This is an optimization exercise on Yosys and OpenROAD, whose aim is small area, a short achievable clock period and few clock cycles per item, not a production implementation. Only the layout flow was run in this run; the RTL was not checked for function there. No activity file was given, so power comes from the tool's default toggle rates.

**config.mk**
```make
export PLATFORM = sky130hd
export DESIGN_NAME = exec_stage
export DESIGN_NICKNAME = exec_stage
export VERILOG_FILES = /design/flow/design.v
export SDC_FILE = /design/flow/constraint.sdc
export NUM_CORES = 4
export LEC_CHECK = 0
export CAP_MARGIN = 20
export CORE_MARGIN = 2
export CORE_UTILIZATION = 55
export PLACE_DENSITY = 0.65
export SETUP_SLACK_MARGIN = 4.5
export SLEW_MARGIN = 20
```
**constraint.sdc**
```tcl
create_clock -name core_clock -period 8.0 [get_ports {clock}]
set_input_delay 1.6000 -clock core_clock [delete_from_list [all_inputs] [get_ports {clock}]]
set_output_delay 1.6000 -clock core_clock [all_outputs]
set_load 0.01 [all_outputs]
```
**design.v**
```verilog
`default_nettype none
module exec_prefix_add #(
    parameter int N = 32
) (
    input  logic [N-1:0] a,
    input  logic [N-1:0] b,
    input  logic         cin,
    output logic [N-1:0] sum,
    output logic         cout
);
    logic [N-1:0] g0, p0, g, p;
    assign p0 = a ^ b;
    always_comb begin
        g0    = a & b;
        g0[0] = (a[0] & b[0]) | (p0[0] & cin);
    end
    always_comb begin
        g = g0;
        p = p0;
        for (int step = 1; step < N; step = step * 2) begin
            for (int i = 0; i < N; i++) begin
                if ((i / step) % 2 == 1) begin
                    g[i] = g[i] | (p[i] & g[(i / step) * step - 1]);
                    p[i] = p[i] & p[(i / step) * step - 1];
                end
            end
        end
    end
    assign sum  = p0 ^ {g[N-2:0], cin};
    assign cout = g[N-1];
endmodule
module exec_prefix_pg #(
    parameter int N = 32
) (
    input  logic [N-1:0] g0,
    input  logic [N-1:0] p0,
    input  logic         cin,
    output logic [N-1:0] sum,
    output logic         cout
);
    logic [N-1:0] g, p;
    always_comb begin
        g    = g0;
        p    = p0;
        g[0] = g0[0] | (p0[0] & cin);
        for (int step = 1; step < N; step = step * 2) begin
            for (int i = 0; i < N; i++) begin
                if ((i / step) % 2 == 1) begin
                    g[i] = g[i] | (p[i] & g[(i / step) * step - 1]);
                    p[i] = p[i] & p[(i / step) * step - 1];
                end
            end
        end
    end
    assign sum  = p0 ^ {g[N-2:0], cin};
    assign cout = g[N-1];
endmodule
module exec_less_than #(
    parameter int N = 32
) (
    input  logic [N-1:0] a,
    input  logic [N-1:0] b,
    output logic         lt
);
    logic [N-1:0] g, p;
    always_comb begin
        g = a & ~b;
        p = a ^ ~b;
        g[0] = g[0] | p[0];    
        for (int step = 1; step < N; step = step * 2) begin
            for (int i = 2 * step - 1; i < N; i = i + 2 * step) begin
                g[i] = g[i] | (p[i] & g[i - step]);
                p[i] = p[i] & p[i - step];
            end
        end
    end
    assign lt = ~g[N-1];
endmodule
`default_nettype wire
`default_nettype none
module exec_mul_csa (
    input  logic [33:0] s_in,
    input  logic [33:0] c_in,
    input  logic [31:0] a,
    input  logic [3:0]  one,
    input  logic [3:0]  two,
    input  logic [3:0]  neg,
    input  logic [7:0]  corr_a,
    input  logic [7:0]  corr_b,
    input  logic        klast,
    output logic [41:0] sum_out,
    output logic [41:0] carry_out
);
    logic [3:0]  nneg;
    logic [32:0] row0, row1, row2, row3;
    logic [33:0] a2;
    assign a2 = {1'b0, a, 1'b0};
    always_comb begin
        nneg = ~neg;
        for (int k = 0; k < 33; k++) begin
            row0[k] = ((one[0] & a2[k+1]) | (two[0] & a2[k])) ^ neg[0];
            row1[k] = ((one[1] & a2[k+1]) | (two[1] & a2[k])) ^ neg[1];
            row2[k] = ((one[2] & a2[k+1]) | (two[2] & a2[k])) ^ neg[2];
            row3[k] = ((one[3] & a2[k+1]) | (two[3] & a2[k])) ^ neg[3];
        end
    end
    logic fs0, fc0, fs1, fc1, fs2, fc2, fs3, fc3, fs4, fc4, fs5, fc5, fs6, fc6, fs7, fc7, fs8, fc8, fs9, fc9, fs10, fc10, fs11, fc11, fs12, fc12, fs13, fc13, fs14, fc14, fs15, fc15, fs16, fc16, fs17, fc17, fs18, fc18, fs19, fc19, fs20, fc20, fs21, fc21, fs22, fc22, fs23, fc23, fs24, fc24, fs25, fc25, fs26, fc26, fs27, fc27, fs28, fc28, fs29, fc29, fs30, fc30, fs31, fc31, fs32, fc32, fs33, fc33, fs34, fc34, fs35, fc35, fs36, fc36, fs37, fc37, fs38, fc38, fs39, fc39, fs40, fc40, fs41, fc41, fs42, fc42, fs43, fc43, fs44, fc44, fs45, fc45, fs46, fc46, fs47, fc47, fs48, fc48, fs49, fc49, fs50, fc50, fs51, fc51, fs52, fc52, fs53, fc53, fs54, fc54, fs55, fc55, fs56, fc56, fs57, fc57, fs58, fc58, fs59, fc59, fs60, fc60, fs61, fc61, fs62, fc62, fs63, fc63, fs64, fc64, fs65, fc65, fs66, fc66, fs67, fc67, fs68, fc68, fs69, fc69, fs70, fc70, fs71, fc71, fs72, fc72, fs73, fc73, fs74, fc74, fs75, fc75, fs76, fc76, fs77, fc77, fs78, fc78, fs79, fc79, fs80, fc80, fs81, fc81, fs82, fc82, fs83, fc83, fs84, fc84, fs85, fc85, fs86, fc86, fs87, fc87, fs88, fc88, fs89, fc89, fs90, fc90, fs91, fc91, fs92, fc92, fs93, fc93, fs94, fc94, fs95, fc95, fs96, fc96, fs97, fc97, fs98, fc98, fs99, fc99, fs100, fc100, fs101, fc101, fs102, fc102, fs103, fc103, fs104, fc104, fs105, fc105, fs106, fc106, fs107, fc107, fs108, fc108, fs109, fc109, fs110, fc110, fs111, fc111, fs112, fc112, fs113, fc113, fs114, fc114, fs115, fc115, fs116, fc116, fs117, fc117, fs118, fc118, fs119, fc119, fs120, fc120, fs121, fc121, fs122, fc122, fs123, fc123, fs124, fc124, fs125, fc125, fs126, fc126, fs127, fc127, fs128, fc128, fs129, fc129, fs130, fc130, fs131, fc131, fs132, fc132, fs133, fc133, fs134, fc134, fs135, fc135, fs136, fc136, fs137, fc137, fs138, fc138, fs139, fc139, fs140, fc140, fs141, fc141, fs142, fc142, fs143, fc143, fs144, fc144, fs145, fc145, fs146, fc146, fs147, fc147, fs148, fc148, fs149, fc149, fs150, fc150, fs151, fc151, fs152, fc152, fs153, fc153, fs154, fc154, fs155, fc155, fs156, fc156, fs157, fc157, fs158, fc158, fs159, fc159, fs160, fc160, fs161, fc161;
    logic hs0, hc0, hs1, hc1, hs2, hc2, hs3, hc3, hs4, hc4, hs5, hc5, hs6, hc6, hs7, hc7, hs8, hc8, hs9, hc9, hs10, hc10, hs11, hc11, hs12, hc12, hs13, hc13, hs14, hc14, hs15, hc15, hs16, hc16, hs17, hc17;
    assign fs0 = s_in[0] ^ c_in[0] ^ nneg[0];
    assign fc0 = (s_in[0] & c_in[0]) | (s_in[0] & nneg[0]) | (c_in[0] & nneg[0]);
    assign fs1 = s_in[1] ^ c_in[1] ^ neg[0];
    assign fc1 = (s_in[1] & c_in[1]) | (s_in[1] & neg[0]) | (c_in[1] & neg[0]);
    assign hs0 = row0[1] ^ fc0;
    assign hc0 = row0[1] & fc0;
    assign fs2 = s_in[2] ^ c_in[2] ^ nneg[1];
    assign fc2 = (s_in[2] & c_in[2]) | (s_in[2] & nneg[1]) | (c_in[2] & nneg[1]);
    assign fs3 = row0[2] ^ row1[0] ^ fc1;
    assign fc3 = (row0[2] & row1[0]) | (row0[2] & fc1) | (row1[0] & fc1);
    assign hs1 = fs2 ^ hc0;
    assign hc1 = fs2 & hc0;
    assign fs4 = s_in[3] ^ c_in[3] ^ neg[1];
    assign fc4 = (s_in[3] & c_in[3]) | (s_in[3] & neg[1]) | (c_in[3] & neg[1]);
    assign fs5 = row0[3] ^ row1[1] ^ fc2;
    assign fc5 = (row0[3] & row1[1]) | (row0[3] & fc2) | (row1[1] & fc2);
    assign fs6 = fs4 ^ fc3 ^ fs5;
    assign fc6 = (fs4 & fc3) | (fs4 & fs5) | (fc3 & fs5);
    assign fs7 = s_in[4] ^ c_in[4] ^ nneg[2];
    assign fc7 = (s_in[4] & c_in[4]) | (s_in[4] & nneg[2]) | (c_in[4] & nneg[2]);
    assign fs8 = row0[4] ^ row1[2] ^ row2[0];
    assign fc8 = (row0[4] & row1[2]) | (row0[4] & row2[0]) | (row1[2] & row2[0]);
    assign fs9 = fc4 ^ fs7 ^ fc5;
    assign fc9 = (fc4 & fs7) | (fc4 & fc5) | (fs7 & fc5);
    assign hs2 = fs8 ^ fc6;
    assign hc2 = fs8 & fc6;
    assign fs10 = s_in[5] ^ c_in[5] ^ neg[2];
    assign fc10 = (s_in[5] & c_in[5]) | (s_in[5] & neg[2]) | (c_in[5] & neg[2]);
    assign fs11 = row0[5] ^ row1[3] ^ row2[1];
    assign fc11 = (row0[5] & row1[3]) | (row0[5] & row2[1]) | (row1[3] & row2[1]);
    assign fs12 = fc7 ^ fs10 ^ fc8;
    assign fc12 = (fc7 & fs10) | (fc7 & fc8) | (fs10 & fc8);
    assign fs13 = fs11 ^ fc9 ^ fs12;
    assign fc13 = (fs11 & fc9) | (fs11 & fs12) | (fc9 & fs12);
    assign fs14 = s_in[6] ^ c_in[6] ^ nneg[3];
    assign fc14 = (s_in[6] & c_in[6]) | (s_in[6] & nneg[3]) | (c_in[6] & nneg[3]);
    assign fs15 = row0[6] ^ row1[4] ^ row2[2];
    assign fc15 = (row0[6] & row1[4]) | (row0[6] & row2[2]) | (row1[4] & row2[2]);
    assign fs16 = row3[0] ^ fc10 ^ fs14;
    assign fc16 = (row3[0] & fc10) | (row3[0] & fs14) | (fc10 & fs14);
    assign fs17 = fc11 ^ fs15 ^ fs16;
    assign fc17 = (fc11 & fs15) | (fc11 & fs16) | (fs15 & fs16);
    assign hs3 = fc12 ^ fs17;
    assign hc3 = fc12 & fs17;
    assign fs18 = s_in[7] ^ c_in[7] ^ neg[3];
    assign fc18 = (s_in[7] & c_in[7]) | (s_in[7] & neg[3]) | (c_in[7] & neg[3]);
    assign fs19 = row0[7] ^ row1[5] ^ row2[3];
    assign fc19 = (row0[7] & row1[5]) | (row0[7] & row2[3]) | (row1[5] & row2[3]);
    assign fs20 = row3[1] ^ fc14 ^ fs18;
    assign fc20 = (row3[1] & fc14) | (row3[1] & fs18) | (fc14 & fs18);
    assign fs21 = fc15 ^ fs19 ^ fc16;
    assign fc21 = (fc15 & fs19) | (fc15 & fc16) | (fs19 & fc16);
    assign fs22 = fs20 ^ fs21 ^ fc17;
    assign fc22 = (fs20 & fs21) | (fs20 & fc17) | (fs21 & fc17);
    assign fs23 = s_in[8] ^ c_in[8] ^ klast;
    assign fc23 = (s_in[8] & c_in[8]) | (s_in[8] & klast) | (c_in[8] & klast);
    assign fs24 = row0[8] ^ row1[6] ^ row2[4];
    assign fc24 = (row0[8] & row1[6]) | (row0[8] & row2[4]) | (row1[6] & row2[4]);
    assign fs25 = row3[2] ^ fc18 ^ fs23;
    assign fc25 = (row3[2] & fc18) | (row3[2] & fs23) | (fc18 & fs23);
    assign fs26 = fc19 ^ fs24 ^ fc20;
    assign fc26 = (fc19 & fs24) | (fc19 & fc20) | (fs24 & fc20);
    assign fs27 = fs25 ^ fc21 ^ fs26;
    assign fc27 = (fs25 & fc21) | (fs25 & fs26) | (fc21 & fs26);
    assign fs28 = s_in[9] ^ c_in[9] ^ row0[9];
    assign fc28 = (s_in[9] & c_in[9]) | (s_in[9] & row0[9]) | (c_in[9] & row0[9]);
    assign fs29 = row1[7] ^ row2[5] ^ row3[3];
    assign fc29 = (row1[7] & row2[5]) | (row1[7] & row3[3]) | (row2[5] & row3[3]);
    assign fs30 = fc23 ^ fc24 ^ fs28;
    assign fc30 = (fc23 & fc24) | (fc23 & fs28) | (fc24 & fs28);
    assign fs31 = fs29 ^ fc25 ^ fc26;
    assign fc31 = (fs29 & fc25) | (fs29 & fc26) | (fc25 & fc26);
    assign hs4 = fs30 ^ fc27;
    assign hc4 = fs30 & fc27;
    assign fs32 = s_in[10] ^ c_in[10] ^ klast;
    assign fc32 = (s_in[10] & c_in[10]) | (s_in[10] & klast) | (c_in[10] & klast);
    assign fs33 = row0[10] ^ row1[8] ^ row2[6];
    assign fc33 = (row0[10] & row1[8]) | (row0[10] & row2[6]) | (row1[8] & row2[6]);
    assign fs34 = row3[4] ^ fs32 ^ fc28;
    assign fc34 = (row3[4] & fs32) | (row3[4] & fc28) | (fs32 & fc28);
    assign fs35 = fc29 ^ fs33 ^ fc30;
    assign fc35 = (fc29 & fs33) | (fc29 & fc30) | (fs33 & fc30);
    assign fs36 = fs34 ^ fc31 ^ fs35;
    assign fc36 = (fs34 & fc31) | (fs34 & fs35) | (fc31 & fs35);
    assign fs37 = s_in[11] ^ c_in[11] ^ row0[11];
    assign fc37 = (s_in[11] & c_in[11]) | (s_in[11] & row0[11]) | (c_in[11] & row0[11]);
    assign fs38 = row1[9] ^ row2[7] ^ row3[5];
    assign fc38 = (row1[9] & row2[7]) | (row1[9] & row3[5]) | (row2[7] & row3[5]);
    assign fs39 = fc32 ^ fc33 ^ fs37;
    assign fc39 = (fc32 & fc33) | (fc32 & fs37) | (fc33 & fs37);
    assign fs40 = fs38 ^ fc34 ^ fs39;
    assign fc40 = (fs38 & fc34) | (fs38 & fs39) | (fc34 & fs39);
    assign hs5 = fc35 ^ fs40;
    assign hc5 = fc35 & fs40;
    assign fs41 = s_in[12] ^ c_in[12] ^ klast;
    assign fc41 = (s_in[12] & c_in[12]) | (s_in[12] & klast) | (c_in[12] & klast);
    assign fs42 = row0[12] ^ row1[10] ^ row2[8];
    assign fc42 = (row0[12] & row1[10]) | (row0[12] & row2[8]) | (row1[10] & row2[8]);
    assign fs43 = row3[6] ^ fs41 ^ fc37;
    assign fc43 = (row3[6] & fs41) | (row3[6] & fc37) | (fs41 & fc37);
    assign fs44 = fc38 ^ fs42 ^ fc39;
    assign fc44 = (fc38 & fs42) | (fc38 & fc39) | (fs42 & fc39);
    assign fs45 = fs43 ^ fc40 ^ fs44;
    assign fc45 = (fs43 & fc40) | (fs43 & fs44) | (fc40 & fs44);
    assign fs46 = s_in[13] ^ c_in[13] ^ row0[13];
    assign fc46 = (s_in[13] & c_in[13]) | (s_in[13] & row0[13]) | (c_in[13] & row0[13]);
    assign fs47 = row1[11] ^ row2[9] ^ row3[7];
    assign fc47 = (row1[11] & row2[9]) | (row1[11] & row3[7]) | (row2[9] & row3[7]);
    assign fs48 = fc41 ^ fc42 ^ fs46;
    assign fc48 = (fc41 & fc42) | (fc41 & fs46) | (fc42 & fs46);
    assign fs49 = fs47 ^ fc43 ^ fs48;
    assign fc49 = (fs47 & fc43) | (fs47 & fs48) | (fc43 & fs48);
    assign hs6 = fc44 ^ fs49;
    assign hc6 = fc44 & fs49;
    assign fs50 = s_in[14] ^ c_in[14] ^ klast;
    assign fc50 = (s_in[14] & c_in[14]) | (s_in[14] & klast) | (c_in[14] & klast);
    assign fs51 = row0[14] ^ row1[12] ^ row2[10];
    assign fc51 = (row0[14] & row1[12]) | (row0[14] & row2[10]) | (row1[12] & row2[10]);
    assign fs52 = row3[8] ^ fs50 ^ fc46;
    assign fc52 = (row3[8] & fs50) | (row3[8] & fc46) | (fs50 & fc46);
    assign fs53 = fc47 ^ fs51 ^ fc48;
    assign fc53 = (fc47 & fs51) | (fc47 & fc48) | (fs51 & fc48);
    assign fs54 = fs52 ^ fc49 ^ fs53;
    assign fc54 = (fs52 & fc49) | (fs52 & fs53) | (fc49 & fs53);
    assign fs55 = s_in[15] ^ c_in[15] ^ row0[15];
    assign fc55 = (s_in[15] & c_in[15]) | (s_in[15] & row0[15]) | (c_in[15] & row0[15]);
    assign fs56 = row1[13] ^ row2[11] ^ row3[9];
    assign fc56 = (row1[13] & row2[11]) | (row1[13] & row3[9]) | (row2[11] & row3[9]);
    assign fs57 = fc50 ^ fc51 ^ fs55;
    assign fc57 = (fc50 & fc51) | (fc50 & fs55) | (fc51 & fs55);
    assign fs58 = fs56 ^ fc52 ^ fs57;
    assign fc58 = (fs56 & fc52) | (fs56 & fs57) | (fc52 & fs57);
    assign hs7 = fc53 ^ fs58;
    assign hc7 = fc53 & fs58;
    assign fs59 = s_in[16] ^ c_in[16] ^ klast;
    assign fc59 = (s_in[16] & c_in[16]) | (s_in[16] & klast) | (c_in[16] & klast);
    assign fs60 = row0[16] ^ row1[14] ^ row2[12];
    assign fc60 = (row0[16] & row1[14]) | (row0[16] & row2[12]) | (row1[14] & row2[12]);
    assign fs61 = row3[10] ^ fs59 ^ fc55;
    assign fc61 = (row3[10] & fs59) | (row3[10] & fc55) | (fs59 & fc55);
    assign fs62 = fc56 ^ fs60 ^ fc57;
    assign fc62 = (fc56 & fs60) | (fc56 & fc57) | (fs60 & fc57);
    assign fs63 = fs61 ^ fc58 ^ fs62;
    assign fc63 = (fs61 & fc58) | (fs61 & fs62) | (fc58 & fs62);
    assign fs64 = s_in[17] ^ c_in[17] ^ row0[17];
    assign fc64 = (s_in[17] & c_in[17]) | (s_in[17] & row0[17]) | (c_in[17] & row0[17]);
    assign fs65 = row1[15] ^ row2[13] ^ row3[11];
    assign fc65 = (row1[15] & row2[13]) | (row1[15] & row3[11]) | (row2[13] & row3[11]);
    assign fs66 = fc59 ^ fc60 ^ fs64;
    assign fc66 = (fc59 & fc60) | (fc59 & fs64) | (fc60 & fs64);
    assign fs67 = fs65 ^ fc61 ^ fs66;
    assign fc67 = (fs65 & fc61) | (fs65 & fs66) | (fc61 & fs66);
    assign hs8 = fc62 ^ fs67;
    assign hc8 = fc62 & fs67;
    assign fs68 = s_in[18] ^ c_in[18] ^ klast;
    assign fc68 = (s_in[18] & c_in[18]) | (s_in[18] & klast) | (c_in[18] & klast);
    assign fs69 = row0[18] ^ row1[16] ^ row2[14];
    assign fc69 = (row0[18] & row1[16]) | (row0[18] & row2[14]) | (row1[16] & row2[14]);
    assign fs70 = row3[12] ^ fs68 ^ fc64;
    assign fc70 = (row3[12] & fs68) | (row3[12] & fc64) | (fs68 & fc64);
    assign fs71 = fc65 ^ fs69 ^ fc66;
    assign fc71 = (fc65 & fs69) | (fc65 & fc66) | (fs69 & fc66);
    assign fs72 = fs70 ^ fc67 ^ fs71;
    assign fc72 = (fs70 & fc67) | (fs70 & fs71) | (fc67 & fs71);
    assign fs73 = s_in[19] ^ c_in[19] ^ row0[19];
    assign fc73 = (s_in[19] & c_in[19]) | (s_in[19] & row0[19]) | (c_in[19] & row0[19]);
    assign fs74 = row1[17] ^ row2[15] ^ row3[13];
    assign fc74 = (row1[17] & row2[15]) | (row1[17] & row3[13]) | (row2[15] & row3[13]);
    assign fs75 = fc68 ^ fc69 ^ fs73;
    assign fc75 = (fc68 & fc69) | (fc68 & fs73) | (fc69 & fs73);
    assign fs76 = fs74 ^ fc70 ^ fs75;
    assign fc76 = (fs74 & fc70) | (fs74 & fs75) | (fc70 & fs75);
    assign hs9 = fc71 ^ fs76;
    assign hc9 = fc71 & fs76;
    assign fs77 = s_in[20] ^ c_in[20] ^ klast;
    assign fc77 = (s_in[20] & c_in[20]) | (s_in[20] & klast) | (c_in[20] & klast);
    assign fs78 = row0[20] ^ row1[18] ^ row2[16];
    assign fc78 = (row0[20] & row1[18]) | (row0[20] & row2[16]) | (row1[18] & row2[16]);
    assign fs79 = row3[14] ^ fs77 ^ fc73;
    assign fc79 = (row3[14] & fs77) | (row3[14] & fc73) | (fs77 & fc73);
    assign fs80 = fc74 ^ fs78 ^ fc75;
    assign fc80 = (fc74 & fs78) | (fc74 & fc75) | (fs78 & fc75);
    assign fs81 = fs79 ^ fc76 ^ fs80;
    assign fc81 = (fs79 & fc76) | (fs79 & fs80) | (fc76 & fs80);
    assign fs82 = s_in[21] ^ c_in[21] ^ row0[21];
    assign fc82 = (s_in[21] & c_in[21]) | (s_in[21] & row0[21]) | (c_in[21] & row0[21]);
    assign fs83 = row1[19] ^ row2[17] ^ row3[15];
    assign fc83 = (row1[19] & row2[17]) | (row1[19] & row3[15]) | (row2[17] & row3[15]);
    assign fs84 = fc77 ^ fc78 ^ fs82;
    assign fc84 = (fc77 & fc78) | (fc77 & fs82) | (fc78 & fs82);
    assign fs85 = fs83 ^ fc79 ^ fs84;
    assign fc85 = (fs83 & fc79) | (fs83 & fs84) | (fc79 & fs84);
    assign hs10 = fc80 ^ fs85;
    assign hc10 = fc80 & fs85;
    assign fs86 = s_in[22] ^ c_in[22] ^ klast;
    assign fc86 = (s_in[22] & c_in[22]) | (s_in[22] & klast) | (c_in[22] & klast);
    assign fs87 = row0[22] ^ row1[20] ^ row2[18];
    assign fc87 = (row0[22] & row1[20]) | (row0[22] & row2[18]) | (row1[20] & row2[18]);
    assign fs88 = row3[16] ^ fs86 ^ fc82;
    assign fc88 = (row3[16] & fs86) | (row3[16] & fc82) | (fs86 & fc82);
    assign fs89 = fc83 ^ fs87 ^ fc84;
    assign fc89 = (fc83 & fs87) | (fc83 & fc84) | (fs87 & fc84);
    assign fs90 = fs88 ^ fc85 ^ fs89;
    assign fc90 = (fs88 & fc85) | (fs88 & fs89) | (fc85 & fs89);
    assign fs91 = s_in[23] ^ c_in[23] ^ row0[23];
    assign fc91 = (s_in[23] & c_in[23]) | (s_in[23] & row0[23]) | (c_in[23] & row0[23]);
    assign fs92 = row1[21] ^ row2[19] ^ row3[17];
    assign fc92 = (row1[21] & row2[19]) | (row1[21] & row3[17]) | (row2[19] & row3[17]);
    assign fs93 = fc86 ^ fc87 ^ fs91;
    assign fc93 = (fc86 & fc87) | (fc86 & fs91) | (fc87 & fs91);
    assign fs94 = fs92 ^ fc88 ^ fs93;
    assign fc94 = (fs92 & fc88) | (fs92 & fs93) | (fc88 & fs93);
    assign hs11 = fc89 ^ fs94;
    assign hc11 = fc89 & fs94;
    assign fs95 = s_in[24] ^ c_in[24] ^ klast;
    assign fc95 = (s_in[24] & c_in[24]) | (s_in[24] & klast) | (c_in[24] & klast);
    assign fs96 = row0[24] ^ row1[22] ^ row2[20];
    assign fc96 = (row0[24] & row1[22]) | (row0[24] & row2[20]) | (row1[22] & row2[20]);
    assign fs97 = row3[18] ^ fs95 ^ fc91;
    assign fc97 = (row3[18] & fs95) | (row3[18] & fc91) | (fs95 & fc91);
    assign fs98 = fc92 ^ fs96 ^ fc93;
    assign fc98 = (fc92 & fs96) | (fc92 & fc93) | (fs96 & fc93);
    assign fs99 = fs97 ^ fc94 ^ fs98;
    assign fc99 = (fs97 & fc94) | (fs97 & fs98) | (fc94 & fs98);
    assign fs100 = s_in[25] ^ c_in[25] ^ row0[25];
    assign fc100 = (s_in[25] & c_in[25]) | (s_in[25] & row0[25]) | (c_in[25] & row0[25]);
    assign fs101 = row1[23] ^ row2[21] ^ row3[19];
    assign fc101 = (row1[23] & row2[21]) | (row1[23] & row3[19]) | (row2[21] & row3[19]);
    assign fs102 = fc95 ^ fc96 ^ fs100;
    assign fc102 = (fc95 & fc96) | (fc95 & fs100) | (fc96 & fs100);
    assign fs103 = fs101 ^ fc97 ^ fs102;
    assign fc103 = (fs101 & fc97) | (fs101 & fs102) | (fc97 & fs102);
    assign hs12 = fc98 ^ fs103;
    assign hc12 = fc98 & fs103;
    assign fs104 = s_in[26] ^ c_in[26] ^ klast;
    assign fc104 = (s_in[26] & c_in[26]) | (s_in[26] & klast) | (c_in[26] & klast);
    assign fs105 = row0[26] ^ row1[24] ^ row2[22];
    assign fc105 = (row0[26] & row1[24]) | (row0[26] & row2[22]) | (row1[24] & row2[22]);
    assign fs106 = row3[20] ^ fs104 ^ fc100;
    assign fc106 = (row3[20] & fs104) | (row3[20] & fc100) | (fs104 & fc100);
    assign fs107 = fc101 ^ fs105 ^ fc102;
    assign fc107 = (fc101 & fs105) | (fc101 & fc102) | (fs105 & fc102);
    assign fs108 = fs106 ^ fc103 ^ fs107;
    assign fc108 = (fs106 & fc103) | (fs106 & fs107) | (fc103 & fs107);
    assign fs109 = s_in[27] ^ c_in[27] ^ row0[27];
    assign fc109 = (s_in[27] & c_in[27]) | (s_in[27] & row0[27]) | (c_in[27] & row0[27]);
    assign fs110 = row1[25] ^ row2[23] ^ row3[21];
    assign fc110 = (row1[25] & row2[23]) | (row1[25] & row3[21]) | (row2[23] & row3[21]);
    assign fs111 = fc104 ^ fc105 ^ fs109;
    assign fc111 = (fc104 & fc105) | (fc104 & fs109) | (fc105 & fs109);
    assign fs112 = fs110 ^ fc106 ^ fs111;
    assign fc112 = (fs110 & fc106) | (fs110 & fs111) | (fc106 & fs111);
    assign hs13 = fc107 ^ fs112;
    assign hc13 = fc107 & fs112;
    assign fs113 = s_in[28] ^ c_in[28] ^ klast;
    assign fc113 = (s_in[28] & c_in[28]) | (s_in[28] & klast) | (c_in[28] & klast);
    assign fs114 = row0[28] ^ row1[26] ^ row2[24];
    assign fc114 = (row0[28] & row1[26]) | (row0[28] & row2[24]) | (row1[26] & row2[24]);
    assign fs115 = row3[22] ^ fs113 ^ fc109;
    assign fc115 = (row3[22] & fs113) | (row3[22] & fc109) | (fs113 & fc109);
    assign fs116 = fc110 ^ fs114 ^ fc111;
    assign fc116 = (fc110 & fs114) | (fc110 & fc111) | (fs114 & fc111);
    assign fs117 = fs115 ^ fc112 ^ fs116;
    assign fc117 = (fs115 & fc112) | (fs115 & fs116) | (fc112 & fs116);
    assign fs118 = s_in[29] ^ c_in[29] ^ row0[29];
    assign fc118 = (s_in[29] & c_in[29]) | (s_in[29] & row0[29]) | (c_in[29] & row0[29]);
    assign fs119 = row1[27] ^ row2[25] ^ row3[23];
    assign fc119 = (row1[27] & row2[25]) | (row1[27] & row3[23]) | (row2[25] & row3[23]);
    assign fs120 = fc113 ^ fc114 ^ fs118;
    assign fc120 = (fc113 & fc114) | (fc113 & fs118) | (fc114 & fs118);
    assign fs121 = fs119 ^ fc115 ^ fs120;
    assign fc121 = (fs119 & fc115) | (fs119 & fs120) | (fc115 & fs120);
    assign hs14 = fc116 ^ fs121;
    assign hc14 = fc116 & fs121;
    assign fs122 = s_in[30] ^ c_in[30] ^ klast;
    assign fc122 = (s_in[30] & c_in[30]) | (s_in[30] & klast) | (c_in[30] & klast);
    assign fs123 = row0[30] ^ row1[28] ^ row2[26];
    assign fc123 = (row0[30] & row1[28]) | (row0[30] & row2[26]) | (row1[28] & row2[26]);
    assign fs124 = row3[24] ^ fs122 ^ fc118;
    assign fc124 = (row3[24] & fs122) | (row3[24] & fc118) | (fs122 & fc118);
    assign fs125 = fc119 ^ fs123 ^ fc120;
    assign fc125 = (fc119 & fs123) | (fc119 & fc120) | (fs123 & fc120);
    assign fs126 = fs124 ^ fc121 ^ fs125;
    assign fc126 = (fs124 & fc121) | (fs124 & fs125) | (fc121 & fs125);
    assign fs127 = s_in[31] ^ c_in[31] ^ row0[31];
    assign fc127 = (s_in[31] & c_in[31]) | (s_in[31] & row0[31]) | (c_in[31] & row0[31]);
    assign fs128 = row1[29] ^ row2[27] ^ row3[25];
    assign fc128 = (row1[29] & row2[27]) | (row1[29] & row3[25]) | (row2[27] & row3[25]);
    assign fs129 = fc122 ^ fc123 ^ fs127;
    assign fc129 = (fc122 & fc123) | (fc122 & fs127) | (fc123 & fs127);
    assign fs130 = fs128 ^ fc124 ^ fs129;
    assign fc130 = (fs128 & fc124) | (fs128 & fs129) | (fc124 & fs129);
    assign hs15 = fc125 ^ fs130;
    assign hc15 = fc125 & fs130;
    assign fs131 = s_in[32] ^ c_in[32] ^ corr_a[0];
    assign fc131 = (s_in[32] & c_in[32]) | (s_in[32] & corr_a[0]) | (c_in[32] & corr_a[0]);
    assign fs132 = corr_b[0] ^ klast ^ row0[32];
    assign fc132 = (corr_b[0] & klast) | (corr_b[0] & row0[32]) | (klast & row0[32]);
    assign fs133 = row1[30] ^ row2[28] ^ row3[26];
    assign fc133 = (row1[30] & row2[28]) | (row1[30] & row3[26]) | (row2[28] & row3[26]);
    assign fs134 = fs131 ^ fc127 ^ fc128;
    assign fc134 = (fs131 & fc127) | (fs131 & fc128) | (fc127 & fc128);
    assign fs135 = fs132 ^ fs133 ^ fc129;
    assign fc135 = (fs132 & fs133) | (fs132 & fc129) | (fs133 & fc129);
    assign fs136 = fs134 ^ fc130 ^ fs135;
    assign fc136 = (fs134 & fc130) | (fs134 & fs135) | (fc130 & fs135);
    assign fs137 = s_in[33] ^ c_in[33] ^ nneg[0];
    assign fc137 = (s_in[33] & c_in[33]) | (s_in[33] & nneg[0]) | (c_in[33] & nneg[0]);
    assign fs138 = corr_a[1] ^ corr_b[1] ^ row1[31];
    assign fc138 = (corr_a[1] & corr_b[1]) | (corr_a[1] & row1[31]) | (corr_b[1] & row1[31]);
    assign fs139 = row2[29] ^ row3[27] ^ fs137;
    assign fc139 = (row2[29] & row3[27]) | (row2[29] & fs137) | (row3[27] & fs137);
    assign fs140 = fc131 ^ fc132 ^ fc133;
    assign fc140 = (fc131 & fc132) | (fc131 & fc133) | (fc132 & fc133);
    assign fs141 = fs138 ^ fs139 ^ fc134;
    assign fc141 = (fs138 & fs139) | (fs138 & fc134) | (fs139 & fc134);
    assign fs142 = fs140 ^ fc135 ^ fs141;
    assign fc142 = (fs140 & fc135) | (fs140 & fs141) | (fc135 & fs141);
    assign fs143 = corr_a[2] ^ corr_b[2] ^ klast;
    assign fc143 = (corr_a[2] & corr_b[2]) | (corr_a[2] & klast) | (corr_b[2] & klast);
    assign fs144 = row1[32] ^ row2[30] ^ row3[28];
    assign fc144 = (row1[32] & row2[30]) | (row1[32] & row3[28]) | (row2[30] & row3[28]);
    assign fs145 = fc137 ^ fs143 ^ fc138;
    assign fc145 = (fc137 & fs143) | (fc137 & fc138) | (fs143 & fc138);
    assign fs146 = fs144 ^ fc139 ^ fc140;
    assign fc146 = (fs144 & fc139) | (fs144 & fc140) | (fc139 & fc140);
    assign fs147 = fs145 ^ fc141 ^ fs146;
    assign fc147 = (fs145 & fc141) | (fs145 & fs146) | (fc141 & fs146);
    assign fs148 = nneg[1] ^ corr_a[3] ^ corr_b[3];
    assign fc148 = (nneg[1] & corr_a[3]) | (nneg[1] & corr_b[3]) | (corr_a[3] & corr_b[3]);
    assign fs149 = row2[31] ^ row3[29] ^ fc143;
    assign fc149 = (row2[31] & row3[29]) | (row2[31] & fc143) | (row3[29] & fc143);
    assign fs150 = fs148 ^ fc144 ^ fs149;
    assign fc150 = (fs148 & fc144) | (fs148 & fs149) | (fc144 & fs149);
    assign fs151 = fc145 ^ fc146 ^ fs150;
    assign fc151 = (fc145 & fc146) | (fc145 & fs150) | (fc146 & fs150);
    assign fs152 = corr_a[4] ^ corr_b[4] ^ klast;
    assign fc152 = (corr_a[4] & corr_b[4]) | (corr_a[4] & klast) | (corr_b[4] & klast);
    assign fs153 = row2[32] ^ row3[30] ^ fc148;
    assign fc153 = (row2[32] & row3[30]) | (row2[32] & fc148) | (row3[30] & fc148);
    assign fs154 = fs152 ^ fc149 ^ fs153;
    assign fc154 = (fs152 & fc149) | (fs152 & fs153) | (fc149 & fs153);
    assign hs16 = fc150 ^ fs154;
    assign hc16 = fc150 & fs154;
    assign fs155 = nneg[2] ^ corr_a[5] ^ corr_b[5];
    assign fc155 = (nneg[2] & corr_a[5]) | (nneg[2] & corr_b[5]) | (corr_a[5] & corr_b[5]);
    assign fs156 = row3[31] ^ fc152 ^ fs155;
    assign fc156 = (row3[31] & fc152) | (row3[31] & fs155) | (fc152 & fs155);
    assign fs157 = fc153 ^ fs156 ^ fc154;
    assign fc157 = (fc153 & fs156) | (fc153 & fc154) | (fs156 & fc154);
    assign fs158 = corr_a[6] ^ corr_b[6] ^ klast;
    assign fc158 = (corr_a[6] & corr_b[6]) | (corr_a[6] & klast) | (corr_b[6] & klast);
    assign fs159 = row3[32] ^ fc155 ^ fs158;
    assign fc159 = (row3[32] & fc155) | (row3[32] & fs158) | (fc155 & fs158);
    assign hs17 = fc156 ^ fs159;
    assign hc17 = fc156 & fs159;
    assign fs160 = nneg[3] ^ corr_a[7] ^ corr_b[7];
    assign fc160 = (nneg[3] & corr_a[7]) | (nneg[3] & corr_b[7]) | (corr_a[7] & corr_b[7]);
    assign fs161 = fc158 ^ fs160 ^ fc159;
    assign fc161 = (fc158 & fs160) | (fc158 & fc159) | (fs160 & fc159);
    assign sum_out[0] = row0[0];
    assign carry_out[0] = fs0;
    assign sum_out[1] = fs1;
    assign carry_out[1] = hs0;
    assign sum_out[2] = fs3;
    assign carry_out[2] = hs1;
    assign sum_out[3] = hc1;
    assign carry_out[3] = fs6;
    assign sum_out[4] = fs9;
    assign carry_out[4] = hs2;
    assign sum_out[5] = hc2;
    assign carry_out[5] = fs13;
    assign sum_out[6] = fc13;
    assign carry_out[6] = hs3;
    assign sum_out[7] = hc3;
    assign carry_out[7] = fs22;
    assign sum_out[8] = fc22;
    assign carry_out[8] = fs27;
    assign sum_out[9] = fs31;
    assign carry_out[9] = hs4;
    assign sum_out[10] = hc4;
    assign carry_out[10] = fs36;
    assign sum_out[11] = hs5;
    assign carry_out[11] = fc36;
    assign sum_out[12] = hc5;
    assign carry_out[12] = fs45;
    assign sum_out[13] = hs6;
    assign carry_out[13] = fc45;
    assign sum_out[14] = hc6;
    assign carry_out[14] = fs54;
    assign sum_out[15] = hs7;
    assign carry_out[15] = fc54;
    assign sum_out[16] = hc7;
    assign carry_out[16] = fs63;
    assign sum_out[17] = hs8;
    assign carry_out[17] = fc63;
    assign sum_out[18] = hc8;
    assign carry_out[18] = fs72;
    assign sum_out[19] = hs9;
    assign carry_out[19] = fc72;
    assign sum_out[20] = hc9;
    assign carry_out[20] = fs81;
    assign sum_out[21] = hs10;
    assign carry_out[21] = fc81;
    assign sum_out[22] = hc10;
    assign carry_out[22] = fs90;
    assign sum_out[23] = hs11;
    assign carry_out[23] = fc90;
    assign sum_out[24] = hc11;
    assign carry_out[24] = fs99;
    assign sum_out[25] = hs12;
    assign carry_out[25] = fc99;
    assign sum_out[26] = hc12;
    assign carry_out[26] = fs108;
    assign sum_out[27] = hs13;
    assign carry_out[27] = fc108;
    assign sum_out[28] = hc13;
    assign carry_out[28] = fs117;
    assign sum_out[29] = hs14;
    assign carry_out[29] = fc117;
    assign sum_out[30] = hc14;
    assign carry_out[30] = fs126;
    assign sum_out[31] = hs15;
    assign carry_out[31] = fc126;
    assign sum_out[32] = hc15;
    assign carry_out[32] = fs136;
    assign sum_out[33] = fs142;
    assign carry_out[33] = fc136;
    assign sum_out[34] = fc142;
    assign carry_out[34] = fs147;
    assign sum_out[35] = fc147;
    assign carry_out[35] = fs151;
    assign sum_out[36] = hs16;
    assign carry_out[36] = fc151;
    assign sum_out[37] = hc16;
    assign carry_out[37] = fs157;
    assign sum_out[38] = hs17;
    assign carry_out[38] = fc157;
    assign sum_out[39] = hc17;
    assign carry_out[39] = fs161;
    assign sum_out[40] = fc160;
    assign carry_out[40] = fc161;
    assign sum_out[41] = 1'b0;
    assign carry_out[41] = 1'b0;
endmodule
`default_nettype wire
`default_nettype none
module exec_stage (
    input  logic        clock,
    input  logic        reset,
    input  logic        issue_valid,
    input  logic [1:0]  issue_fu,
    input  logic [3:0]  issue_func,
    input  logic [1:0]  opa_select,
    input  logic [2:0]  opb_select,
    input  logic [31:0] inst,
    input  logic [31:0] pc,
    input  logic [31:0] rs1_value,
    input  logic [31:0] rs2_value,
    input  logic [4:0]  issue_tag,
    input  logic        complete_credit,
    output logic [2:0]  fu_free,
    output logic        complete_valid,
    output logic [1:0]  complete_fu,
    output logic [4:0]  complete_tag,
    output logic [31:0] complete_result,
    output logic        complete_take
);
    localparam logic [3:0] ALU_ADD = 4'd0, ALU_SUB = 4'd1, ALU_AND = 4'd2, ALU_OR = 4'd3,
                           ALU_XOR = 4'd4, ALU_SLT = 4'd5, ALU_SLTU = 4'd6, ALU_SLL = 4'd7,
                           ALU_SRL = 4'd8, ALU_SRA = 4'd9;
    localparam logic [3:0] MUL = 4'd10, MULH = 4'd11, MULHSU = 4'd12;
    localparam logic [6:0] OPCODE_JAL  = 7'b1101111;
    localparam logic [6:0] OPCODE_JALR = 7'b1100111;
    logic [31:0] opa, opb;
    logic [29:0] pc_inc;
    exec_prefix_add #(.N(30)) u_pc_inc (
        .a(pc[31:2]), .b(30'b0), .cin(1'b1), .sum(pc_inc), .cout()
    );
    always_comb begin
        case (opa_select)
            2'd0:    opa = rs1_value;
            2'd1:    opa = {pc_inc, pc[1:0]};
            2'd2:    opa = pc;
            default: opa = '0;
        endcase
    end
    always_comb begin
        case (opb_select)
            3'd0:    opb = rs2_value;
            3'd1:    opb = {{20{inst[31]}}, inst[31:20]};
            3'd2:    opb = {{20{inst[31]}}, inst[31:25], inst[11:7]};
            3'd3:    opb = {{19{inst[31]}}, inst[31], inst[7], inst[30:25], inst[11:8], 1'b0};
            3'd4:    opb = {inst[31:12], 12'b0};
            3'd5:    opb = {{11{inst[31]}}, inst[31], inst[19:12], inst[20], inst[30:21], 1'b0};
            default: opb = '0;
        endcase
    end
    logic in_eq_lo, in_eq_hi, in_lt_lo, in_lt_hi, in_jal, in_jalr;
    exec_less_than #(.N(16)) u_lt_lo (.a(rs1_value[15:0]), .b(rs2_value[15:0]), .lt(in_lt_lo));
    exec_less_than #(.N(16)) u_lt_hi (.a(rs1_value[31:16]), .b(rs2_value[31:16]), .lt(in_lt_hi));
    assign in_eq_lo = (rs1_value[15:0] == rs2_value[15:0]);
    assign in_eq_hi = (rs1_value[31:16] == rs2_value[31:16]);
    assign in_jal   = (inst[6:0] == OPCODE_JAL);
    assign in_jalr  = (inst[6:0] == OPCODE_JALR);
    localparam int S_SUM = 0, S_AND = 1, S_OR = 2, S_XOR = 3, S_SLT = 4, S_SLTU = 5,
                   S_SL = 6, S_SR = 7;
    logic        in_sub;
    logic [7:0]  in_sel;
    assign in_sub = !issue_fu[1] &&
                    (issue_func == ALU_SUB || issue_func == ALU_SLT || issue_func == ALU_SLTU);
    always_comb begin
        in_sel = '0;
        if (issue_fu[1]) begin
            in_sel[S_SUM] = 1'b1;
        end else begin
            case (issue_func)
                ALU_ADD, ALU_SUB: in_sel[S_SUM]  = 1'b1;
                ALU_AND:          in_sel[S_AND]  = 1'b1;
                ALU_OR:           in_sel[S_OR]   = 1'b1;
                ALU_XOR:          in_sel[S_XOR]  = 1'b1;
                ALU_SLT:          in_sel[S_SLT]  = 1'b1;
                ALU_SLTU:         in_sel[S_SLTU] = 1'b1;
                ALU_SLL:          in_sel[S_SL]   = 1'b1;
                default:          in_sel[S_SR]   = 1'b1;
            endcase
        end
    end
    logic        x_v, x_br, x_jump, x_clr0, x_sub, x_shl, x_sra;
    logic        x_eq_lo, x_eq_hi, x_lt_lo, x_lt_hi, x_s1, x_s2;
    logic [2:0]  x_f3;
    logic [4:0]  x_rot;
    logic [7:0]  x_sel;
    logic [4:0]  x_tag;
    logic [31:0] x_a, x_p, x_g;
    logic [4:0]  x_sh;
    logic [31:0] in_bx;
    assign in_bx = opb ^ {32{in_sub}};
    always_ff @(posedge clock) begin
        if (reset) x_v <= 1'b0;
        else       x_v <= issue_valid && (issue_fu != 2'd1);
    end
    always_ff @(posedge clock) begin
        x_br   <= issue_fu[1];
        x_sel  <= in_sel;
        x_sub  <= in_sub;
        x_shl  <= (issue_func == ALU_SLL);
        x_rot  <= (issue_func == ALU_SLL) ? 5'd0 - opb[4:0] : opb[4:0];
        x_sra  <= (issue_func == ALU_SRA);
        x_tag  <= issue_tag;
        x_a    <= opa;
        x_p    <= opa ^ in_bx;
        x_g    <= opa & in_bx;
        x_sh   <= opb[4:0];
        x_jump  <= in_jal | in_jalr;
        x_f3    <= inst[14:12];
        x_eq_lo <= in_eq_lo;
        x_eq_hi <= in_eq_hi;
        x_lt_lo <= in_lt_lo;
        x_lt_hi <= in_lt_hi;
        x_s1    <= rs1_value[31];
        x_s2    <= rs2_value[31];
        x_clr0 <= issue_fu[1] & in_jalr;
    end
    logic x_beq, x_bltu, x_blt, x_cond, x_take;
    assign x_beq  = x_eq_hi & x_eq_lo;
    assign x_bltu = x_lt_hi | (x_eq_hi & x_lt_lo);
    assign x_blt  = (x_s1 ^ x_s2) ? x_s1 : x_bltu;
    always_comb begin
        case (x_f3)
            3'b000:  x_cond = x_beq;
            3'b001:  x_cond = ~x_beq;
            3'b100:  x_cond = x_blt;
            3'b101:  x_cond = ~x_blt;
            3'b110:  x_cond = x_bltu;
            3'b111:  x_cond = ~x_bltu;
            default: x_cond = 1'b0;
        endcase
    end
    assign x_take = x_jump | x_cond;
    logic [31:0] x_sum;
    logic        x_cout, x_ltu, x_lt;
    logic [31:0] sh_rot, sh_mask, sh_mask_l, sh_out;
    logic [31:0] x_res;
    exec_prefix_pg #(.N(32)) u_add (
        .g0(x_g), .p0(x_p), .cin(x_sub), .sum(x_sum), .cout(x_cout)
    );
    assign x_ltu = ~x_cout;
    assign x_lt  = ~x_p[31] ? x_a[31] : x_ltu;
    always_comb begin
        sh_rot = x_a;
        for (int k = 0; k < 5; k++) begin
            if (x_rot[k]) sh_rot = 32'({sh_rot, sh_rot} >> (1 << k));
        end
    end
    always_comb begin
        for (int i = 0; i < 32; i++) sh_mask_l[i] = ({27'b0, x_sh} <= i);
        for (int i = 0; i < 32; i++) sh_mask[i] = x_shl ? sh_mask_l[i] : sh_mask_l[31-i];
    end
    assign sh_out = (sh_rot & sh_mask) | ({32{x_sra & x_a[31]}} & ~sh_mask);
    assign x_res = ({32{x_sel[S_SUM]}} & {x_sum[31:1], x_sum[0] & ~x_clr0})
                 | ({32{x_sel[S_AND]}} & x_g)
                 | ({32{x_sel[S_OR]}}  & (x_g | x_p))
                 | ({32{x_sel[S_XOR]}} & x_p)
                 | {31'b0, (x_sel[S_SLT] & x_lt) | (x_sel[S_SLTU] & x_ltu)}
                 | ({32{x_sel[S_SL] | x_sel[S_SR]}} & sh_out);
    logic        pa_v, pb_v, r_v;
    logic        m_busy;
    logic [1:0]  m_cnt;
    logic [1:0]  credits;
    logic        has_credit;
    logic        m_last, m_first;
    logic        grant_x, grant_pa, grant_pb, grant_mul, granted;
    function automatic logic [3:0] arbitrate(input logic credit, input logic mul_first,
                                             input logic pa, input logic pb, input logic x,
                                             input logic mul);
        arbitrate = 4'b0000;
        if (credit) begin
            if (mul_first)  arbitrate = 4'b0001;    
            else if (pa)    arbitrate = 4'b0100;
            else if (pb)    arbitrate = 4'b0010;
            else if (x)     arbitrate = 4'b1000;
            else if (mul)   arbitrate = 4'b0001;
        end
    endfunction
    logic x_v_n, pa_v_n, pb_v_n, r_v_n, m_busy_n, m_first_n, has_credit_n;
    logic m_free, m_step;
    logic park_a, park_b;
    logic [1:0] credits_next;
    assign x_v_n        = issue_valid && (issue_fu != 2'd1);
    assign pa_v_n       = park_a || (pa_v && !grant_pa);
    assign pb_v_n       = park_b || (pb_v && !grant_pb);
    assign r_v_n        = m_last || (r_v && !grant_mul);
    assign m_busy_n     = m_free ? (issue_valid && (issue_fu == 2'd1)) : m_busy;
    assign m_first_n    = m_free || (m_first && !m_step);
    assign has_credit_n = (credits_next != 2'd0);
    always_ff @(posedge clock) begin
        if (reset) begin
            {grant_x, grant_pa, grant_pb, grant_mul} <= 4'b0000;
        end else begin
            {grant_x, grant_pa, grant_pb, grant_mul} <=
                arbitrate(has_credit_n, r_v_n && m_busy_n && m_first_n, pa_v_n, pb_v_n, x_v_n,
                          r_v_n);
        end
    end
    assign granted = grant_x | grant_pa | grant_pb | grant_mul;
    assign fu_free = {(grant_x & x_br) | grant_pb, m_last, (grant_x & ~x_br) | grant_pa};
    logic [31:0] pa_res, pb_res;
    logic [4:0]  pa_tag, pb_tag;
    logic        pb_take;
    assign park_a = x_v && !x_br && !grant_x;
    assign park_b = x_v &&  x_br && !grant_x;
    always_ff @(posedge clock) begin
        if (reset) begin
            pa_v <= 1'b0;
            pb_v <= 1'b0;
        end else begin
            if (park_a)        pa_v <= 1'b1;
            else if (grant_pa) pa_v <= 1'b0;
            if (park_b)        pb_v <= 1'b1;
            else if (grant_pb) pb_v <= 1'b0;
        end
    end
    always_ff @(posedge clock) begin
        if (park_a) begin
            pa_res <= x_res;
            pa_tag <= x_tag;
        end
        if (park_b) begin
            pb_res  <= x_res;
            pb_tag  <= x_tag;
            pb_take <= x_take;
        end
    end
    logic [31:0] m_a, m_b;
    logic        m_a32, m_uext;
    logic [3:0]  m_one, m_two, m_neg;
    logic [33:0] m_s, m_c;
    logic        m_ci;
    logic [7:0]  m_ls, m_lc;
    logic        m_hi;
    logic [4:0]  m_tag;
    logic        r_hi;
    logic [4:0]  r_tag;
    logic [31:0] mh_res;
    logic        in_asgn, in_bsgn, in_a32, in_uext;
    assign in_asgn = (issue_func == MUL) || (issue_func == MULH) || (issue_func == MULHSU);
    assign in_bsgn = (issue_func == MUL) || (issue_func == MULH);
    assign in_a32  = in_asgn & opa[31];
    assign in_uext = ~in_bsgn & opb[31];
    assign m_free = !m_busy || m_last;
    assign m_step = m_busy && (!m_first || !r_v || grant_mul);
    logic [7:0]  m_abyte_next, m_corr_a, m_corr_b;
    logic [33:0] m_s_in, m_c_in;
    logic [41:0] m_sum, m_carry;
    logic [7:0]  m_low;
    logic        m_cout;
    always_comb begin
        case (m_cnt)
            2'd0:    m_abyte_next = m_a[15:8];
            2'd1:    m_abyte_next = m_a[23:16];
            default: m_abyte_next = m_a[31:24];
        endcase
    end
    assign m_s_in   = m_first ? 34'h0AAAAAAAB : m_s;
    assign m_c_in   = m_first ? {1'b0, m_a32, 32'b0} : m_c;
    exec_mul_csa u_csa (
        .s_in(m_s_in), .c_in(m_c_in), .a(m_a), .one(m_one), .two(m_two), .neg(m_neg),
        .corr_a(m_corr_a), .corr_b(m_corr_b), .klast(m_last),
        .sum_out(m_sum), .carry_out(m_carry)
    );
    assign {m_cout, m_low} = {1'b0, m_ls} + {1'b0, m_lc} + {8'b0, m_ci};
    function automatic logic [11:0] booth(input logic [8:0] b9);
        logic [3:0] one, two, neg;
        for (int i = 0; i < 4; i++) begin
            one[i] = b9[2*i+1] ^ b9[2*i];
            two[i] = (b9[2*i+2] & ~b9[2*i+1] & ~b9[2*i]) | (~b9[2*i+2] & b9[2*i+1] & b9[2*i]);
            neg[i] = b9[2*i+2];
        end
        booth = {one, two, neg};
    endfunction
    logic [11:0] in_booth, m_next_booth;
    assign in_booth     = booth({opb[7:0], 1'b0});
    assign m_next_booth = booth(m_b[15:7]);
    always_ff @(posedge clock) begin
        if (reset) begin
            m_busy <= 1'b0;
            m_last <= 1'b0;
            r_v    <= 1'b0;
        end else begin
            if (m_free) begin
                m_busy <= issue_valid && (issue_fu == 2'd1);
                m_last <= 1'b0;
            end else if (m_step) begin
                m_last <= (m_cnt == 2'd2);
            end
            if (m_last)         r_v <= 1'b1;
            else if (grant_mul) r_v <= 1'b0;
        end
    end
    always_ff @(posedge clock) begin
        if (m_free) begin
            m_cnt   <= 2'd0;
            m_first <= 1'b1;
            m_a     <= opa;
            m_b     <= opb;
            m_a32   <= in_a32;
            m_uext  <= in_uext;
            {m_one, m_two, m_neg} <= in_booth;
            m_corr_a <= {8{in_uext}} & opa[7:0];
            m_corr_b <= {8{in_a32}} & ~opb[7:0];
            m_hi    <= (issue_func != MUL);
            m_tag   <= issue_tag;
        end else if (m_step) begin
            m_cnt   <= m_cnt + 2'd1;
            m_first <= 1'b0;
            m_b     <= {m_low, m_b[31:8]};
            {m_one, m_two, m_neg} <= m_next_booth;
            m_corr_a <= {8{m_uext}} & m_abyte_next;
            m_corr_b <= {8{m_a32}} & ~m_b[15:8];
        end
    end
    always_ff @(posedge clock) begin
        if (m_step) begin
            m_ls <= m_sum[7:0];
            m_lc <= m_carry[7:0];
            m_ci <= !m_first && m_cout;
            m_c  <= m_carry[41:8];
            if (m_last && !m_hi) m_s <= {10'b0, m_low, m_b[31:16]};
            else                 m_s <= m_sum[41:8];
        end
        if (m_last) begin
            r_hi  <= m_hi;
            r_tag <= m_tag;
        end
    end
    logic [39:0] mh_sum;
    exec_prefix_add #(.N(40)) u_mh_add (
        .a({m_s[31:0], m_ls}), .b({m_c[31:0], m_lc}), .cin(m_ci), .sum(mh_sum), .cout()
    );
    assign mh_res = r_hi ? mh_sum[39:8] : {mh_sum[7:0], m_s[23:0]};
    assign credits_next = credits + {1'b0, complete_credit} - {1'b0, granted};
    always_ff @(posedge clock) begin
        if (reset) begin
            credits        <= 2'd2;
            has_credit     <= 1'b1;
            complete_valid <= 1'b0;
        end else begin
            credits        <= credits_next;
            has_credit     <= (credits_next != 2'd0);
            complete_valid <= granted;
        end
    end
    logic [31:0] out_x, out_o;
    logic        out_selx;
    always_ff @(posedge clock) begin
        complete_fu   <= grant_x ? {x_br, 1'b0} : grant_pa ? 2'd0 : grant_pb ? 2'd2 : 2'd1;
        complete_tag  <= grant_x ? x_tag : grant_pa ? pa_tag : grant_pb ? pb_tag : r_tag;
        complete_take <= grant_x ? (x_br & x_take) : grant_pb & pb_take;
        out_selx      <= grant_x;
        out_x         <= x_res;
        out_o         <= grant_pa ? pa_res : grant_pb ? pb_res : mh_res;
    end
    assign complete_result = out_selx ? out_x : out_o;
endmodule
`default_nettype wire
```
**run.sh**
```bash
#!/bin/bash
# synth_recipe.tcl (not shown) runs the flow's synth.tcl, then flattens the netlist and writes it again
# the make line also repeats each setting of config.mk as NAME=value (left out here)
make -C /OpenROAD-flow-scripts/flow DESIGN_CONFIG=/design/flow/config.mk WORK_HOME=/design/flow/orfs CLKGATE_MAP_FILE= SYNTH_SCRIPT=/design/flow/synth_recipe.tcl finish
```
==> flow_metrics.env <==
export IMPL_status="timing/DRC/antenna clean"
export IMPL_drive_above_1_share=0.1626
export IMPL_syn_inst=3092
export IMPL_n_fill_cell=4426
export IMPL_post_dp_cell_area_sq_mm=0.03413
export IMPL_fin_nets=3735
export IMPL_drt_first_iter_violations=3012
export IMPL_p_sw_frac=0.3819
export IMPL_relSlewSlack=0.2698
export IMPL_period_needed_ns=3.536
export IMPL_leakage_nw=15.31
export IMPL_hpwl_microns=83450
export IMPL_die_height_microns=243.8
export IMPL_required_ns=6.40
export IMPL_combPwrFrac=0.449
export IMPL_power_frac_seq=0.328
export IMPL_slew_viol_final=0
export IMPL_dp_slack_ns=3.235
export IMPL_portBuffers=191
export IMPL_finalSetupTns_ns=0
export IMPL_max_freq_mhz=282.8
export IMPL_hold_slack_ns=0.4150
export IMPL_clk_path_buf_depth=3
export IMPL_p_sw_mw=4.181
export IMPL_drtAntennaViolNets=0
export IMPL_synth_compound_area_frac=0.1573
export IMPL_hold_class="reg -> reg"
export IMPL_synthFlopType="edfxtp_1"
export IMPL_fp_row_count=87
export IMPL_synth_edf_count=256
export IMPL_multi_input_area_sq_mm=0.01841
export IMPL_antenna_found_initial=4
export IMPL_setup_viol=0
export IMPL_ys_types=89
export IMPL_clock_skew_ns=0.02911
export IMPL_numCtsBuffers=49
export IMPL_cp_startpoint="out_selx"
export IMPL_maxCapViolCount=0
export IMPL_syn2layout_area_growth_pct=18.89
export IMPL_critPathKind="reg -> out"
export IMPL_die_w_microns=243.8
export IMPL_rr_startpoint="m_two[0]"
export IMPL_drtPass1Iterations=7
export IMPL_worstMarginPinSlew_ns=1.095
export IMPL_final_common_cell="edfxtp_1"
export IMPL_vias=25870
export IMPL_hold_start="grant_x"
export IMPL_initial_core_util=0.5585
export IMPL_ys_seq_elements=478
export IMPL_clock_sinks=478
export IMPL_yosysTopAreaCell="edfxtp_1"
export IMPL_p_int_mw=6.766
export IMPL_period_share=0.4420
export IMPL_grt_max_degree=77
export IMPL_synthXorXnorAreaFrac=0.06372
export IMPL_syn_avg_cell_area_sq_um=10.22
export IMPL_synth_area_sq_mm=0.03162
export IMPL_clockRootBuffer="clkbuf_16"
export IMPL_top_level_ports=192
export IMPL_ys_warn_count=6
export IMPL_synthMuxAreaShare=0.07907
export IMPL_viasPerCell=6.339
export IMPL_yosysTopAreaCellShare=0.2432
export IMPL_grt_usage=0.3720
export IMPL_rsz0062_at_grt="true"
export IMPL_grt_overflow_total=0
export IMPL_final_cell_mix="edfxtp_1 (256), inv_1 (231), nand2_1 (214), dfxtp_1 (214), a21oi_1 (188)"
export IMPL_htreeDepth=2
export IMPL_detail_route_wl_per_cell_microns=27.84
export IMPL_cts_tree="done"
export IMPL_drc_errors=0
export IMPL_crit_arrival_ns=1.94
export IMPL_p_per_area_mw_per_mm2=291.3
export IMPL_async_flop_share=0
export IMPL_vdd_drop_max_mv=0.1835
export IMPL_regArea_sq_mm=0.01215
export IMPL_crit_fanout=5
export IMPL_grt_pass1_wl_microns=162400
export IMPL_pwr_share_clk=0.223
export IMPL_synthTopCellsByArea="edfxtp_1 (24%), dfxtp_1 (14%), fa_1 (11%), ha_1 (5.5%), xnor2_1 (4.7%)"
export IMPL_routed_wl_microns=113600
export IMPL_hold_viol=0
export IMPL_coreArea_sq_mm=0.05660
export IMPL_startpoint_type="flop"
export IMPL_syn_nets=3547
export IMPL_routabilityCongestion=1.004
export IMPL_die_area_sq_mm=0.05942
export IMPL_clock_latency_ns=0.63
export IMPL_synthAdderAreaFrac=0.1612
export IMPL_end_kind="primary output"
export IMPL_design_area_sq_mm=0.03759
export IMPL_setup_ws_ns=4.464
export IMPL_path_clk_slew_ns=0.07
export IMPL_synth_top_family_by_area="adder cells"
export IMPL_yosysSeqAreaShare=0.3837
export IMPL_grt_pass1_vias=25000
export IMPL_synth_simple_gate_area_share=0.1015
## cells in the mapped netlist, types with 20 or more instances
library cell / instances
mux2i_1: 72
a211oi_1: 25
o22ai_1: 23
xor2_1: 60
clkbuf_1: 155
ha_1: 140
and2_1: 23
nor2b_1: 42
a22oi_1: 149
inv_1: 240
o21ai_0: 186
nand3_1: 38
a21oi_1: 199
mux4_2: 32
or3_1: 20
or2_2: 24
nor2_1: 153
buf_1: 45
dfxtp_1: 222
mux2_2: 94
fa_1: 167
nor3_1: 25
a21o_1: 31
nand2_1: 218
nand2b_1: 44
edfxtp_1: 256
xnor2_1: 170
## layout make-up
class,instances,share of cell area
Inverter,244,0.02507
Multi-Input combinational cell,2165,0.4897
Antenna cell,4,0.0002663
Tap cell,756,0.02517
Timing Repair Buffer,341,0.09011
Clock inverter,19,0.006924
Sequential cell,478,0.3233
Clock buffer,73,0.03928
Timing Repair inverter,1,0.0001997
## through the flow
stage	total power, mW	utilization	cells
final	10.95	0.6640	4081
after global routing	11.50	0.6639	4077
after CTS	10.75	0.6461	4017
after detailed placement	8.219	0.6029	3878
after global placement	8.129	0.6026	3878
after floorplan	6.346	-	3092
## per-layer routing
layer	share of wire	vias to the layer above	track usage
li1	-	11350	-
met4	0.064	0	0.2195
met5	0	-	0
met2	0.47	1461	0.5944
met3	0.088	325	0.06213
met1	0.38	12740	0.4775
## worst max-delay path: stages, from the launching register on
cell and delay [ns]:
dfxtp_4 0.42, buf_16 0.14, buf_12 0.11, mux2_2 0.34, dlygate4sd2_1 0.29
## state kept, by name (all words and copies together) (netlist names), 28 cells and up
name    flops
out_o      32
out_x      32
m_s        33
m_a        32
x_g        32
pa_res     32
m_c        33
x_a        32
m_b        28
pb_res     32
x_p        32
## final timing paths
path,to,slack [ns],cells after the start
hold reg to reg,out_selx,0.41,0
setup / recovery,complete_result[13],4.46,4
hold / removal,out_selx,0.41,0
setup reg to reg,m_s[3],4.51,11
## cell families after synthesis
kind of cell,Yosys count
AO/OA/AOI/OAI,769
AND/OR/NAND/NOR,661
flip-flops,478
buffers and inverters,449
adder cells (fa/ha/maj),307
XOR/XNOR,230
multiplexers,198
## power by group through the flow
stage,logic [mW],clock network [mW],registers [mW]
after floorplan,2.93,0,3.41
after global placement,4.48,0,3.65
after detailed placement,4.56,0,3.66
after CTS,4.69,2.46,3.60
after global routing,5.33,2.56,3.62
final,4.91,2.44,3.60
## repair_timing
item,4_1_cts,5_1_grt
cloned,3,4
resized for setup,121,122
hold endpoints to repair,0,0
setup endpoints to repair,246,143
pin swaps,28,50
setup buffers,44,56
hold buffers,0,0

-- separate check: timing with driven ports --
In the flow no input, the clock included, has a driving cell. The finished layout below was timed again as built, in two steps. Step 1 (the two cells are an assumption about what drives the block):
set clk [get_ports {clock}]
set_driving_cell -lib_cell sky130_fd_sc_hd__clkbuf_16 $clk
set_driving_cell -lib_cell sky130_fd_sc_hd__buf_2 [delete_from_list [all_inputs] $clk]
Step 2 times the ports against the registers' clock, not the clock port: input delays grow and output delays shrink by t, the midpoint of the rising clock arrivals with the driver on. Slacks: no drivers / after step 1 / after step 2; pairs: no drivers / after step 1.
shift t [ns]: 0.682
slack for setup (ns): 4.464 / 4.397 / 3.869
hold WS [ns]: 0.415 / 0.415 / 0.415
After both steps this run still meets setup and hold. The setup slack of this run moves by -0.067 ns with the drivers and by -0.595 ns with both steps.
